From an optimization exercise on the open Yosys and OpenROAD flow, aimed at small area, a short achievable clock period and few clock cycles per item; shortcuts taken in it are not production practice. No run shown here included a check of the RTL's function; only the layout flow was run. Power is estimated from default activity; no workload was simulated.

[run.sh]
#!/bin/bash
# synth_recipe.tcl (not shown) runs the flow's synth.tcl, then flattens the netlist and writes it again
# the make line also repeats each setting of config.mk as NAME=value (left out here)
make -C /OpenROAD-flow-scripts/flow DESIGN_CONFIG=/design/flow/config.mk WORK_HOME=/design/flow/orfs CLKGATE_MAP_FILE= SYNTH_SCRIPT=/design/flow/synth_recipe.tcl finish
[config.mk]
export PLATFORM = sky130hd
export DESIGN_NAME = tablet_adaptive_delta_decoder_unit
export DESIGN_NICKNAME = tablet_adaptive_delta_decoder_unit
export VERILOG_FILES = /design/flow/design.v
export SDC_FILE = /design/flow/constraint.sdc
export NUM_CORES = 4
export LEC_CHECK = 0
export CAP_MARGIN = 20
export CORE_MARGIN = 2
export CORE_UTILIZATION = 40
export SLEW_MARGIN = 20
[constraint.sdc]
create_clock -name core_clock -period 10.0 [get_ports {clk}]
set_input_delay 2.0000 -clock core_clock [delete_from_list [all_inputs] [get_ports {clk}]]
set_output_delay 2.0000 -clock core_clock [all_outputs]
set_load 0.01 [all_outputs]
[design.v]
package tadd_pkg;
    localparam int TOOLS_DEF     = 2;
    localparam int SHIFT_MAX_DEF = 15;
    localparam int CHANNELS      = 7;
    localparam logic [2:0] CH_LOC_X  = 3'd0;
    localparam logic [2:0] CH_LOC_Y  = 3'd1;
    localparam logic [2:0] CH_TILT_X = 3'd2;
    localparam logic [2:0] CH_TILT_Y = 3'd3;
    localparam logic [2:0] CH_PRESS  = 3'd4;
    localparam logic [2:0] CH_Z      = 3'd5;
    localparam logic [2:0] CH_ROT    = 3'd6;
    localparam logic [2:0] CH_UNUSED = 3'd7;
    localparam logic ACT_DELTA = 1'b0;
    localparam logic ACT_LOAD  = 1'b1;
    localparam logic REG_MAX_X = 1'b0;
    localparam logic REG_MAX_Y = 1'b1;
    localparam logic [6:0]  PRESS_BIG = 7'h40;
    localparam logic [15:0] PRESS_MAX = 16'h03ff;
    localparam logic [15:0] TILT_MAX  = 16'h007f;
    localparam logic [15:0] ROT_MAX   = 16'h0e0e;
    localparam logic [15:0] HOLD_VAL  = 16'h0009;
    localparam logic [3:0]  HOLD_CODE = 4'hf;
    typedef logic signed [2:0] shift_chg_t;
    typedef struct packed {
        logic        action;
        logic        tool;
        logic [2:0]  channel;
        logic [4:0]  raw_code;
        logic [15:0] load_value;
        logic [3:0]  load_shift;
    } item_t;
    typedef struct packed {
        logic [15:0] raw;
        logic [3:0]  shift;
        logic        hold;
    } entry_t;
    typedef struct packed {
        logic [15:0] value;
        logic [3:0]  step_out;
        logic        held;
    } result_t;
endpackage
import tadd_pkg::*;
module tadd_update (
    input  logic        action,
    input  logic [2:0]  channel,
    input  logic [4:0]  code,
    input  logic [15:0] load_value,
    input  logic [3:0]  load_shift,
    input  logic [3:0]  sh0,
    input  logic [15:0] raw0,
    input  logic        hold0,
    input  logic [15:0] max_x,
    input  logic [15:0] max_y,
    output logic [15:0] raw_n,
    output logic [3:0]  shift_n,
    output logic        hold_n,
    output logic [15:0] value
);
    logic        is_loc, is_tilt, is_press, is_rot;
    logic [3:0]  mag;
    logic        neg, big, pin;
    logic [6:0]  base;
    logic [21:0] delta;
    logic        ovf;
    logic [15:0] dm, hi;
    logic [16:0] r;
    logic        gt, lo_c, hi_c;
    logic [15:0] clamped;
    logic [16:0] avg_nc, avg_hi;
    logic [15:0] avg;
    logic signed [2:0] chg;
    logic signed [5:0] sh_sum;
    logic [3:0]  sh_adapt;
    logic        hold_d;
    assign is_loc   = (channel[2:1] == 2'b00);
    assign is_tilt  = (channel[2:1] == 2'b01);
    assign is_press = (channel[2:1] == 2'b10);
    assign is_rot   = (channel == CH_ROT);
    always_comb
    begin
        if (is_loc)
        begin
            mag = code[3:0];
            neg = code[4];
        end
        else if (is_rot)
        begin
            mag = {2'b00, code[1:0]};
            neg = code[2];
        end
        else
        begin
            mag = {1'b0, code[2:0]};
            neg = code[3];
        end
    end
    assign big   = is_press && (code[2:0] == 3'd7);
    assign base  = big ? PRESS_BIG : {3'b000, mag};
    assign delta = 22'(base) << sh0;
    assign ovf   = |delta[21:16] && !is_rot;
    assign dm = delta[15:0] ^ {16{neg}};
    assign r  = {1'b0, raw0} + {1'b0, dm} + 17'(neg);
    always_comb
    begin
        if (is_loc)
            hi = channel[0] ? max_y : max_x;
        else if (is_tilt)
            hi = TILT_MAX;
        else if (is_rot)
            hi = ROT_MAX;
        else
            hi = PRESS_MAX;
    end
    assign gt   = r[15:0] > hi;
    assign lo_c = !is_rot && neg && (ovf || !r[16]);
    assign hi_c = gt || (!is_rot && !neg && (ovf || r[16]));
    always_comb
    begin
        pin    = 1'b0;
        hold_d = hold0;
        if (is_press)
        begin
            if (hold0)
            begin
                if (neg)
                    pin = 1'b1;
                else
                    hold_d = 1'b0;
            end
            else if (code[3:0] == HOLD_CODE)
            begin
                pin    = 1'b1;
                hold_d = 1'b1;
            end
        end
    end
    always_comb
    begin
        if (pin)
            clamped = HOLD_VAL;
        else if (lo_c)
            clamped = 16'd0;
        else if (hi_c)
            clamped = hi;
        else
            clamped = r[15:0];
    end
    assign avg_nc = {1'b0, raw0} + {neg, neg, dm[15:1]} + 17'(neg && !delta[0]);
    assign avg_hi = {1'b0, raw0} + {1'b0, hi};
    always_comb
    begin
        if (lo_c)
            avg = {1'b0, raw0[15:1]};
        else if (hi_c)
            avg = avg_hi[16:1];
        else
            avg = avg_nc[15:0];
    end
    always_comb
    begin
        if (is_loc)
        begin
            if (mag == 4'd0)
                chg = -3'sd2;
            else if (mag <= 4'd7)
                chg = -3'sd1;
            else if (mag == 4'd15)
                chg = 3'sd2;
            else
                chg = 3'sd0;
        end
        else if (is_rot)
        begin
            case (mag[1:0])
                2'd0:    chg = -3'sd1;
                2'd2:    chg = 3'sd1;
                2'd3:    chg = 3'sd2;
                default: chg = 3'sd0;
            endcase
        end
        else if (big)
            chg = 3'sd0;
        else
        begin
            case (mag[2:0])
                3'd0:    chg = -3'sd3;
                3'd1:    chg = -3'sd2;
                3'd2:    chg = -3'sd1;
                3'd3:    chg = -3'sd1;
                3'd6:    chg = 3'sd1;
                3'd7:    chg = 3'sd2;
                default: chg = 3'sd0;
            endcase
        end
        sh_sum = $signed({2'b00, sh0}) + 6'(chg);
        if (sh_sum < 0)
            sh_adapt = 4'd0;
        else if (sh_sum > 6'sd15)
            sh_adapt = 4'd15;
        else
            sh_adapt = sh_sum[3:0];
    end
    always_comb
    begin
        if (action == ACT_LOAD)
        begin
            raw_n   = load_value;
            shift_n = load_shift;
            hold_n  = hold0;
            value   = load_value;
        end
        else
        begin
            raw_n   = clamped;
            shift_n = sh_adapt;
            hold_n  = hold_d;
            value   = is_loc ? avg : clamped;
        end
    end
endmodule
import tadd_pkg::*;
module tablet_adaptive_delta_decoder_unit
#(
    parameter int TOOLS     = TOOLS_DEF,
    parameter int SHIFT_MAX = SHIFT_MAX_DEF
) (
    input  logic        clk,
    input  logic        rst_n,
    input  logic        din_valid,
    output logic        din_ready,
    input  logic        din_action,
    input  logic        din_tool,
    input  logic [2:0]  din_channel,
    input  logic [4:0]  din_raw_code,
    input  logic [15:0] din_load_value,
    input  logic [3:0]  din_load_shift,
    output logic        dout_valid,
    input  logic        dout_ready,
    output logic [15:0] dout_value,
    output logic [3:0]  dout_step_out,
    output logic        dout_held,
    input  logic        psel,
    input  logic        penable,
    input  logic        pwrite,
    input  logic [2:0]  paddr,
    input  logic [31:0] pwdata,
    output logic [31:0] prdata,
    output logic        pready
);
    logic [15:0] max_x_reg, max_y_reg;
    logic        cfg_wr;
    assign pready = 1'b1;
    assign cfg_wr = psel && penable && pwrite;
    assign prdata = {16'd0, (paddr[2] == REG_MAX_Y) ? max_y_reg : max_x_reg};
    always_ff @(posedge clk or negedge rst_n)
    begin
        if (!rst_n)
        begin
            max_x_reg <= 16'hffff;
            max_y_reg <= 16'hffff;
        end
        else if (cfg_wr)
        begin
            if (paddr[2] == REG_MAX_X)
                max_x_reg <= pwdata[15:0];
            else
                max_y_reg <= pwdata[15:0];
        end
    end
    logic s1_valid_reg, out_valid_reg;
    logic out_free, s1_adv;
    assign out_free  = !out_valid_reg || dout_ready;
    assign s1_adv    = s1_valid_reg && out_free;
    assign din_ready = !s1_valid_reg || out_free;
    always_ff @(posedge clk or negedge rst_n)
    begin
        if (!rst_n)
        begin
            s1_valid_reg  <= 1'b0;
            out_valid_reg <= 1'b0;
        end
        else
        begin
            if (din_ready)
                s1_valid_reg <= din_valid;
            if (out_free)
                out_valid_reg <= s1_valid_reg;
        end
    end
    logic [15:0] raw_mem   [16];
    logic [3:0]  shift_mem [16];
    logic [1:0]  hold_mem  [2];     
    logic [15:0] vld_reg;
    logic        s1_action_reg, s1_tool_reg;
    logic [2:0]  s1_channel_reg;
    logic [4:0]  s1_code_reg;
    logic [15:0] s1_lval_reg;
    logic [3:0]  s1_lshift_reg;
    logic [3:0]  s1_sh0_reg;
    logic [3:0]  in_entry, s1_entry;
    logic        s1_ok;
    logic [3:0]  in_sh0;
    logic [3:0]  shift_n;
    assign in_entry = {din_tool, din_channel};
    assign s1_entry = {s1_tool_reg, s1_channel_reg};
    assign s1_ok    = (s1_channel_reg != CH_UNUSED);
    always_comb
    begin
        if (s1_valid_reg && (s1_entry == in_entry))
            in_sh0 = shift_n;
        else if (vld_reg[in_entry])
            in_sh0 = shift_mem[in_entry];
        else
            in_sh0 = 4'd0;
    end
    always_ff @(posedge clk)
    begin
        if (din_ready)
        begin
            s1_action_reg  <= din_action;
            s1_tool_reg    <= din_tool;
            s1_channel_reg <= din_channel;
            s1_code_reg    <= din_raw_code;
            s1_lval_reg    <= din_load_value;
            s1_lshift_reg  <= din_load_shift;
            s1_sh0_reg     <= in_sh0;
        end
    end
    logic [15:0] raw0, raw_n, value;
    logic        hold0, hold_n;
    assign raw0  = vld_reg[s1_entry] ? raw_mem[s1_entry] : 16'd0;
    assign hold0 = vld_reg[s1_entry] && (s1_channel_reg[2:1] == 2'b10) &&
                   hold_mem[s1_tool_reg][s1_channel_reg[0]];
    tadd_update u_update (
        .action     (s1_action_reg),
        .channel    (s1_channel_reg),
        .code       (s1_code_reg),
        .load_value (s1_lval_reg),
        .load_shift (s1_lshift_reg),
        .sh0        (s1_sh0_reg),
        .raw0       (raw0),
        .hold0      (hold0),
        .max_x      (max_x_reg),
        .max_y      (max_y_reg),
        .raw_n      (raw_n),
        .shift_n    (shift_n),
        .hold_n     (hold_n),
        .value      (value)
    );
    logic wr_en;
    assign wr_en = s1_adv && s1_ok;
    always_ff @(posedge clk)
    begin
        if (wr_en)
        begin
            raw_mem[s1_entry]   <= raw_n;
            shift_mem[s1_entry] <= shift_n;
            if (s1_channel_reg[2:1] == 2'b10)
                hold_mem[s1_tool_reg][s1_channel_reg[0]] <= hold_n;
        end
    end
    always_ff @(posedge clk or negedge rst_n)
    begin
        if (!rst_n)
            vld_reg <= '0;
        else if (wr_en)
            vld_reg[s1_entry] <= 1'b1;
    end
    tadd_pkg::result_t out_reg;
    always_ff @(posedge clk)
    begin
        if (s1_adv)
            out_reg <= s1_ok ? {value, shift_n, hold_n} : '0;
    end
    assign dout_valid    = out_valid_reg;
    assign dout_value    = out_reg.value;
    assign dout_step_out = out_reg.step_out;
    assign dout_held     = out_reg.held;
endmodule
==> results of run 1 <==
[worst max-delay path by stage]
stage | end | cells past startpoint | slack (ns)
floorplan | raw_mem[0][1] | 31 | 2.35
global placement | raw_mem[12][3] | 24 | 2.11
detailed placement | raw_mem[15][3] | 24 | 1.94
CTS | raw_mem[2][3] | 25 | 1.92
global route | raw_mem[2][3] | 29 | 1.25
finish | raw_mem[7][3] | 29 | 1.90
[power by group]
part           leakage (nW)  switching (mW)  internal [mW]  total [mW]
Sequential             4.11           0.115           2.32        2.44
Clock                 0.750           0.715          0.989        1.70
Combinational          4.16            1.43          0.929        2.35
[layout make-up]
cell class / instances / area (um2) / share of cell area
sequential: 433 / 12760 / 0.5056
multi-input combinational: 985 / 8697 / 0.3447
timing repair buffer: 127 / 1179 / 0.04671
antenna: 1 / 2.502 / 0.00009918
clock buffer: 61 / 1280 / 0.05073
clock inverter: 27 / 257.7 / 0.01022
tap: 696 / 870.8 / 0.03451
inverter: 50 / 187.7 / 0.007438
[kinds of logic (layout without fill, tap and decap cells)]
| kind of cell | Yosys count | count (layout) | synth area share |
|---|---|---|---|
| buffers and inverters | 136 | 265 | 0.02774 |
| other | 2 | 58 | 0.0003440 |
| DFF | 433 | 433 | 0.5841 |
| AOI/OAI and AO/OA | 275 | 275 | 0.08803 |
| muxes | 192 | 192 | 0.1529 |
| and+or+nand+nor | 320 | 320 | 0.07451 |
| adders and majority gates | 82 | 82 | 0.04872 |
| xor gates and xnor gates | 59 | 59 | 0.02367 |
[per-layer routing]
metal  GRT usage  wire length (um)
met5           0                 0
met4     0.07185              1736
met3     0.02578              2760
met2      0.3401             27800
met1      0.2659             23740
[critical path, delay by kind of cell, from the launching register on]
family	cells	cell delay, ns
AND/OR/NAND/NOR	14	3.20
AO/OA/AOI/OAI	8	1.78
adder cells (fa/ha/maj)	3	1.12
flip-flops	1	0.72
multiplexers	2	0.53
XOR/XNOR	1	0.32
buffers and inverters	1	0.08
[cells in the final DEF (no fill, tap or decap), drive strengths merged, types with 6 or more instances in the layout]
master,instances
mux4,107
and3,14
o211ai,9
buf,36
clkdlybuf4s50,91
inv,51
nand2b,14
clkinv,20
ha,77
mux2i,27
nor2,66
a31oi,12
xnor2,43
clkbuf,61
nand4,9
nor2b,29
o22ai,8
a21oi,52
nand2,74
dfstp,32
xor2,16
nor3,29
o21a,13
o21ai,63
a21o,29
dfrtp,18
edfxtp,379
nand3,30
nor4,6
or3,10
o21bai,7
conb,57
mux2,58
or2,8
and2,12
a211oi,17
a22oi,6
nand3b,6
o221ai,6
[metrics by stage]
| step | power [mW] | instances | setup slack, ns | hold slack (ns) | util |
|---|---|---|---|---|---|
| final | 6.495 | 2380 | 1.903 | 0.4799 | 0.4679 |
| after global routing | 6.841 | 2380 | 1.253 | 0.5002 | 0.4679 |
| after CTS | 6.514 | 2379 | 1.918 | 0.4789 | 0.4679 |
| after detailed placement | 4.780 | 2291 | 1.941 | 0.4669 | 0.4394 |
| after global placement | 4.736 | 2291 | 2.108 | 0.4547 | 0.4394 |
| after floorplan | 4.056 | 1554 | 2.352 | 0.4387 | - |
==> notes.md, run 1 <==
post-synthesis async set-or-reset flop share - 0.1155
nets - 1798
worst-skew pair later-pin latency - 0.60 ns
Hold-fix buffers, CTS - 0
vias - 13557
DR iter-0 viols - 1137
antenna violations before repair - 3
CTS tree - yes
GRT Resource Usage Total - 0.2006
CP most frequent cell - nor2_1
Worst setup startpoint - s1_channel_reg[1]
Hold Path Cell Cnt - 1
IO Port Bufs - 92
max reg flops - 256
Setup Skew - 0.02023 ns
Setup Total Neg Slack - 0 ns
Filler cells - 4650
first-pass GRT wire length - 84.56 mm
RSZ-0062 raised after global routing - false
Die Footprint - 56460 um2
required time of the critical path - 10.25 ns
Post-CTS Setup Repair Bufs - 0
Synth Instances - 1499
flop2flop setup slack - 1.90 ns
hold_sp - vld_reg[1]
Final setup viols - 0
Resized Gates After CTS - 0
Synth Area per Inst - 14.56 um2
leak pwr - 9.024 nW
Max-Cap Viols - 0
drt pass-1 iters - 7
Starting Density - 0.4049
Crit path largest cell delay - 0.79 ns
R2R Path End - raw_mem[7][3]
Max Buffers Root-to-Sink - 3
area delta synth->final - 15.58%
Reg clk slew, reported paths - 0.06 ns
proportion of layout cells with a drive suffix above 1 - 0.2056
largest net degree at the start of global routing - 51
power density over the cells - 257.4 nW/um2
Post-synth top cells - 379 x edfxtp_1, 107 x mux4_2, 77 x ha_1
peak supply drop - 135.7 uV
critical path peak fanout - 19
worst rel slew slack - 0.2694
Synth Flop Type - edfxtp_1
I/O pin cnt - 128
Mapped Area - 21830 um2
synth warn - 2
post-synth top area share - 0.5213
Root Buffer - clkbuf_16
slowest stage cell, crit path - nor2_1
H-Tree Depth - 2
Worst Setup Start Kind - flip-flop
Hold EP - vld_reg[1]
global route overflow - 0
Crit. End Element - flip-flop
vias per cell - 5.696
status - timing/DRC/antenna clean
DRC errors left - 0
Synth area leaders - edfxtp_1 52%, mux4_2 11%, ha_1 4.4%
die span in y - 237.6 um
Final Max Tran Viols - 0
Routed WL per cell - 23.54 um
post-synth top area cell - edfxtp_1
Crit Reg-Reg Startpoint - s1_channel_reg[1]
Hold Crit Class - flip-flop to flip-flop
Inserted Clock Buffers - 47
vias in the first global route - 13655
die width - 237.6 um
Max Freq - 123.5 MHz
CTS sink count - 433
reg2reg path depth - 29
routability congestion estimate - 0.9309
number of distinct library cells after synthesis - 85
placed inst area - 23690 um2
hold violation count in the final report - 0
crit path kind - flip-flop to flip-flop
Worst-Margin Slew - 1.092 ns
post-synthesis sequential area ratio - 0.5841
min Tclk post-route - 8.097 ns
period utilisation layout - 0.8097
most common cell in the synthesized netlist - edfxtp_1
row cnt - 85
final WL - 56.04 mm
Post-DRT Antenna Nets - 0
Post-synth EDFFs - 379
number of synthesized register bits - 433
final instance area - 25230 um2
Post-DP HPWL - 38.13 mm
critical path arrival - 8.35 ns
core footprint - 53920 um2
==> run 2, diff against run 1 <==
--- a/config.mk
+++ b/config.mk
@@ -7,2 +7,3 @@
 export LEC_CHECK = 0
+export ABC_CLOCK_PERIOD_IN_PS = 4000
 export CAP_MARGIN = 20
@@ -10,2 +11,3 @@
 export CORE_UTILIZATION = 40
+export SETUP_SLACK_MARGIN = 5
 export SLEW_MARGIN = 20
==> run 2 against run 1 <==
Worst hold slack worse by 0.0020 ns; still clean on timing, DRC and antenna; highest routed layer unchanged; largest cell class unchanged; first-iteration DRC count up 11%; via count up 4.7%; wire length up 9.6%; non-clock buffer count up 101.
==> notes.md, run 2 <==
post-synth top area share - 0.5213 (unchanged)
required time of the critical path - 10.33 ns (+0.08 ns)
drt pass-1 iters - 5 (-2)
Starting Density - 0.4049 (unchanged)
die span in y - 237.6 um (unchanged)
FF/Latch Area - 12760 um2 (unchanged)
GRT Resource Usage Total - 0.2158 (+0.01518)
vias per cell - 5.719 (+0.39%)
most common cell in the synthesized netlist - edfxtp_1
Multi-input gate area - 9846 um2 (+13%)
CTS sink count - 433 (unchanged)
placed inst area - 23780 um2 (+0.37%)
Die Footprint - 56460 um2 (unchanged)
min Tclk post-route - 6.235 ns (-1.862 ns)
commonest non-fill, non-tap cells in the layout - 379 x edfxtp_1, 107 x mux4_2, 87 x buf_4
worst-skew pair later-pin latency - 0.58 ns (-0.02 ns)
I/O pin cnt - 128 (unchanged)
met1 Track Usage GR - 0.2885 (+0.02267)
global route overflow - 0 (unchanged)
critical path peak fanout - 8 (-11)
core footprint - 53920 um2 (unchanged)
Root Buffer - clkbuf_16
Post-DRT Antenna Nets - 0 (unchanged)
crit path kind - flip-flop to flip-flop
Post-DP HPWL - 38.32 mm (+0.51%)
Mapped Area - 21830 um2 (unchanged)
leak pwr - 9.891 nW (+9.6%)
largest net degree at the start of global routing - 51 (unchanged)
Setup Skew - 0.01188 ns (-0.008350 ns)
number of synthesized register bits - 433 (unchanged)
Crit. End Element - flip-flop
Inserted Clock Buffers - 45 (-4.3%)
H-Tree Depth - 2 (unchanged)
period utilisation layout - 0.6235 (-0.1862)
final WL - 61.44 mm (+9.6%)
status - timing/DRC/antenna clean
max reg flops - 256 (unchanged)
Max Freq - 160.4 MHz (+30%)
Worst-Margin Slew - 1.175 ns (+0.08236 ns)
proportion of layout cells with a drive suffix above 1 - 0.3242 (+0.1186)
Final setup viols - 0 (unchanged)
CTS tree - yes
total power - 7.576 mW (+17%)
nets - 1903 (+5.8%)
Synth area leaders - edfxtp_1 52%, mux4_2 11%, ha_1 4.4%
RSZ-0062 raised after global routing - true
routability congestion estimate - 0.9657 (+3.7%)
M3 GR Usage - 0.03112 (+0.005342)
Final Max Tran Viols - 0 (unchanged)
DRC errors left - 0 (unchanged)
Routed WL per cell - 24.76 um (+5.2%)
Reg clk slew, reported paths - 0.06 ns (about the same)
row cnt - 85 (unchanged)
Worst Setup Start Kind - flip-flop
critical path arrival - 6.56 ns (-1.79 ns)
worst rel slew slack - 0.2139 (-0.05552)
Hold-fix buffers, CTS - 0 (unchanged)
Hold Slack - 0.4779 ns (-0.002026 ns)
IO Port Bufs - 92 (unchanged)
placed insts - 2280 (-0.48%)
post-synthesis async set-or-reset flop share - 0.1155 (unchanged)
Setup Total Neg Slack - 0 ns (unchanged)
final instance area - 27510 um2 (+9.0%)
Post-synth EDFFs - 379 (unchanged)
hold violation count in the final report - 0 (unchanged)
area delta synth->final - 26.03%
post-synthesis sequential area ratio - 0.5841 (unchanged)
vias in the first global route - 14296 (+4.7%)
Post-synth top cells - 379 x edfxtp_1, 107 x mux4_2, 77 x ha_1
Max Buffers Root-to-Sink - 3 (unchanged)
commonest non-fill, non-tap cell in the layout - edfxtp_1
Filler cells - 4427 (-4.8%)
vias - 14188 (+4.7%)
peak supply drop - 188.6 uV (+39%)
die width - 237.6 um (unchanged)
Hold Crit Class - flip-flop to flip-flop
met2 usage - 0.3617 (+0.02159)
first-pass GRT wire length - 90.20 mm (+6.7%)
antenna violations before repair - 1 (-2)
power density over the cells - 275.3 nW/um2 (+7.0%)
post-synth top area cell - edfxtp_1
Synth Area per Inst - 14.56 um2 (unchanged)
Max-Cap Viols - 0 (unchanged)
Post-Layout Cell Count - 2481 (+4.2%)
Synth Flop Type - edfxtp_1
GR peak layer - met2
Synth Instances - 1499 (unchanged)
synth warn - 2 (unchanged)
number of distinct library cells after synthesis - 85 (unchanged)
DR iter-0 viols - 1267 (+11%)
hold_sp - vld_reg[10]
==> run 2: cell count changes in the layout (fill, tap and decap cells not counted), sizes merged, moves of 2 or more <==
cell,before,now
clkinvlp,3,0
nand2,74,76
clkbuf,61,63
clkdlybuf4s50,91,74
dlygate4sd2,0,13
buf,36,137
==> run 2: path summary, 6_finish.rpt <==
check | slack (ns) | to | cells after the start
max | 3.77 | raw_mem[2][3] | 27
min | 0.48 | vld_reg[10] | 1
max reg2reg | 3.77 | raw_mem[2][3] | 27
min reg2reg | 0.48 | vld_reg[10] | 1
max in group asynchronous | 8.00 | vld_reg[6] | 2
min in group asynchronous | 1.55 | s1_valid_reg | 2
==> run 2: worst max-delay path, cell delays in order (launching register included) <==
cell and delay, ns:
dfxtp_4 0.41, buf_12 0.16, mux4_2 0.51, mux4_2 0.54, nor2b_4 0.19, ha_1 0.31, and4_1 0.22, and3_4 0.17
nand3_2 0.07, and3_4 0.20, a21oi_4 0.07, nor3_4 0.20, nor2_4 0.09, a211o_1 0.31, a21oi_4 0.14, inv_2 0.06
ha_4 0.26, nand4_1 0.14, nor2_2 0.16, and4_4 0.23, nand4_1 0.15, o21a_4 0.19, nor2_4 0.26, buf_12 0.15
mux2_4 0.32, a21oi_4 0.14, nor2_4 0.10, buf_12 0.18
==> run 2: cells by family (layout without fill, tap and decap cells) <==
| family | after synthesis | after routing | share of synthesized area |
|---|---|---|---|
| DFF | 433 | 433 | 0.5841 |
| and+or+nand+nor | 320 | 323 | 0.07451 |
| AOI/OAI and AO/OA | 275 | 276 | 0.08803 |
| muxes | 192 | 192 | 0.1529 |
| buffers and inverters | 136 | 361 | 0.02774 |
| adders and majority gates | 82 | 82 | 0.04872 |
| xor gates and xnor gates | 59 | 59 | 0.02367 |
| other | 2 | 59 | 0.0003440 |
==> run 2: repair_timing <==
item / 4_1_cts / 5_1_grt
setup buffers: 75 / 32
gates cloned: 7 / 3
pin swaps: 68 / 55
endpoints found under the setup margin: 289 / 276
gates resized for setup: 171 / 87
==> run 2: routing by layer <==
metal / up-vias / part of all wire
li1: 6324 / -
met1: 7238 / 0.41
met2: 522 / 0.49
met3: 104 / 0.061
met4: 0 / 0.036
met5: - / 0
==> run 2: power by group <==
group	internal, mW	leakage (nW)	switching [mW]
logic	1.62	5.11	1.95
clock network	0.905	0.672	0.684
registers	2.32	4.11	0.0900
==> run 2: metrics by stage <==
stage               utilization  setup WS [ns]
floorplan                     -          3.947
global placement         0.4410          2.132
detailed placement       0.4410          2.112
CTS                      0.4948          3.640
global route             0.5102          3.609
finish                   0.5103          3.765
==> run 2: layout make-up <==
| class | count | area share |
|---|---|---|
| Antenna cell | 2 | 0.0001819 |
| Clock buffer | 61 | 0.04425 |
| Clock inverter | 20 | 0.006003 |
| Inverter | 50 | 0.007731 |
| Multi-Input combinational cell | 989 | 0.3578 |
| Sequential cell | 433 | 0.4637 |
| Tap cell | 696 | 0.03165 |
| Timing Repair Buffer | 228 | 0.08777 |
| Timing Repair inverter | 2 | 0.0009095 |

-- what the ideal ports hide --
No port has a modelled driver above. Below, the same layouts with a new extraction and two added sets of constraints. Step 1, drivers: a clkbuf_16 drives clk and a buf_2 each remaining input, both assumed. Step 2, shift: input delay + t, output delay - t, t = (earliest + latest rising clock arrival at the registers) / 2. This alone moves slack from input paths to output paths. Three values: no drivers, after step 1, after step 2; two values: the first two.
run	shift t [ns]	slack for setup (ns)	worst setup path after step 2
run 1	0.643	1.903 / 1.903 / 1.903	register to register
run 2	0.633	3.765 / 3.765 / 3.765	register to register
After both steps setup and hold are still met in every run listed.
